Source: an optimization exercise on an open RTL-to-GDS flow (aim: small area, a short achievable clock period and few clock cycles per item). Production flows keep margins and buffers that such runs may drop. In this exercise RTL edits were held to simulation tests only and were not proved equivalent to the original. No activity file was given, so power comes from the tool's default toggle rates.

// dadda_mul
module dadda_mul
(
    input  logic        clk,
    input  logic        rst_n,
    input  logic        in_valid,
    input  logic        mode,
    input  logic [15:0] a,
    input  logic [15:0] b,
    output logic        out_valid,
    output logic [15:0] hi,
    output logic [15:0] lo
);
Size: ~1200 cells after synthesis, about 260 flip-flops, about 69 I/O pins, roughly 0.012 mm^2 of cells after synthesis.
==> flow/config.mk <==
export PLATFORM = sky130hd
export DESIGN_NAME = dadda_mul
export DESIGN_NICKNAME = dadda_mul
export VERILOG_FILES = /design/flow/design.v
export SDC_FILE = /design/flow/constraint.sdc
export NUM_CORES = 4
export LEC_CHECK = 0
export ABC_AREA = 1
export CAP_MARGIN = 20
export CORE_MARGIN = 2
export CORE_UTILIZATION = 40
export CTS_CLUSTER_DIAMETER = 150
export CTS_CLUSTER_SIZE = 30
export SETUP_SLACK_MARGIN = 2.15
export SLEW_MARGIN = 20
export SYNTH_HIERARCHICAL = 1
export SYNTH_MINIMUM_KEEP_SIZE = 0
==> flow/constraint.sdc <==
create_clock -name core_clock -period 4.0 [get_ports {clk}]
set_input_delay 0.8000 -clock core_clock [delete_from_list [all_inputs] [get_ports {clk}]]
set_output_delay 0.8000 -clock core_clock [all_outputs]
set_load 0.01 [all_outputs]
standard.sh (not shown) runs the stock make flow with config.mk's settings and CLKGATE_MAP_FILE= SYNTH_SCRIPT=/design/flow/synth_recipe.tcl, a recipe that flattens the netlist after the stock synthesis.
==> flow/flow/run.sh <==
#!/bin/bash
# Standard ORFS layout, except that the port buffers are plain buf_1 cells
# (the default choice is a slow delay-buffer cell).
set -euo pipefail
bash standard.sh BUFFER_PORTS_ARGS="-buffer_cell sky130_fd_sc_hd__buf_1" finish > standard.log 2>&1
Testbench counts at the start, summed over its fixed seeds: cycles 16,024, items 16,000.
Next try:
==> flow/flow/run.sh (replaced) <==
#!/bin/bash
# Standard ORFS layout, except that the port buffers are plain buf_2 cells
# (the default choice is a slow delay-buffer cell).
set -euo pipefail
bash standard.sh BUFFER_PORTS_ARGS="-buffer_cell sky130_fd_sc_hd__buf_2" finish > standard.log 2>&1
--- a/flow/config.mk
+++ b/flow/config.mk
@@ -12,5 +12,5 @@
 export CTS_CLUSTER_DIAMETER = 150
 export CTS_CLUSTER_SIZE = 30
-export SETUP_SLACK_MARGIN = 2.15
+export SETUP_SLACK_MARGIN = 2.1
 export SLEW_MARGIN = 20
 export SYNTH_HIERARCHICAL = 1
What happened: The changed run completed with no timing, DRC or antenna violations. Global-route usage went up by 0.41 points. Die area does not change. Combinational power barely changes. Core utilization came out higher by 0.22 points.
Next try:
==> flow/run.sh (new file) <==
#!/bin/bash
# synth_recipe.tcl (not shown) runs the flow's synth.tcl, then flattens the netlist and writes it again
# the make line also repeats each setting of config.mk as NAME=value (left out here)
make -C /OpenROAD-flow-scripts/flow DESIGN_CONFIG=/design/flow/config.mk WORK_HOME=/design/flow/orfs CLKGATE_MAP_FILE= SYNTH_SCRIPT=/design/flow/synth_recipe.tcl finish
--- a/flow/config.mk
+++ b/flow/config.mk
@@ -12,4 +12,5 @@
 export CTS_CLUSTER_DIAMETER = 150
 export CTS_CLUSTER_SIZE = 30
+export GPL_TIMING_DRIVEN = 1
 export SETUP_SLACK_MARGIN = 2.1
 export SLEW_MARGIN = 20
removed: flow/flow/run.sh
removed: flow/standard.sh
Fmax went up slightly. Power is about the same. Routed wire length barely changes. Combinational power stays flat.
Next try:
==> flow/flow/run.sh (new file) <==
#!/bin/bash
# Standard ORFS layout, except that the port buffers are plain buf_1 cells
# (the default choice is a slow delay-buffer cell).
set -euo pipefail
bash standard.sh BUFFER_PORTS_ARGS="-buffer_cell sky130_fd_sc_hd__buf_1" finish > standard.log 2>&1
==> flow/standard.sh (new file) <==
#!/bin/bash
# synth_recipe.tcl (not shown) runs the flow's synth.tcl, then flattens the netlist and writes it again
# the make line also repeats each setting of config.mk as NAME=value (left out here)
make -C /OpenROAD-flow-scripts/flow DESIGN_CONFIG=/design/flow/config.mk WORK_HOME=/design/flow/orfs CLKGATE_MAP_FILE= SYNTH_SCRIPT=/design/flow/synth_recipe.tcl "${@:-finish}"
--- a/flow/config.mk
+++ b/flow/config.mk
@@ -12,5 +12,4 @@
 export CTS_CLUSTER_DIAMETER = 150
 export CTS_CLUSTER_SIZE = 30
-export GPL_TIMING_DRIVEN = 1
 export SETUP_SLACK_MARGIN = 2.1
 export SLEW_MARGIN = 20
removed: flow/run.sh
Effect:
- The changed run went through all stages and came out clean
- final cell count is about the same
- die area is unchanged
- register-to-register slack loses 0.02 ns
- routed wire length is lower by 0.91%
- worst setup slack loses 0.015 ns
- utilization is lower by 1.3 points
- global-route usage is lower by 0.14 points
- area after synthesis stays the same
- worst hold slack loses 0.20 ns

-- afterwards: timing with drivers on the ports --
The results above use ideal ports. As a check the final layouts listed here were re-extracted and re-timed, cells and wires unchanged.
Step 1: set_driving_cell puts a clkbuf_16 on clk and a buf_2 on each other input, an assumption about the parent block.
Step 2, shift: input delay + t, output delay - t, t = (earliest + latest rising clock arrival at the registers) / 2. This alone moves slack from input paths to output paths.
a / b / c = ideal / step 1 / step 2; a / b = the first two.
run | shift t [ns] | setup slack, ns | clock arrival spread, ns
the first run | 0.534 | 2.054 / 2.054 / 2.054 | 0.016 / 0.017
the second run | 0.538 | 2.064 / 2.064 / 2.064 | 0.020 / 0.020
the third run | 0.532 | 2.071 / 2.071 / 2.071 | 0.017 / 0.017
the fourth run | 0.537 | 2.056 / 2.056 / 2.056 | 0.028 / 0.028
After both steps every run listed still meets setup and hold.
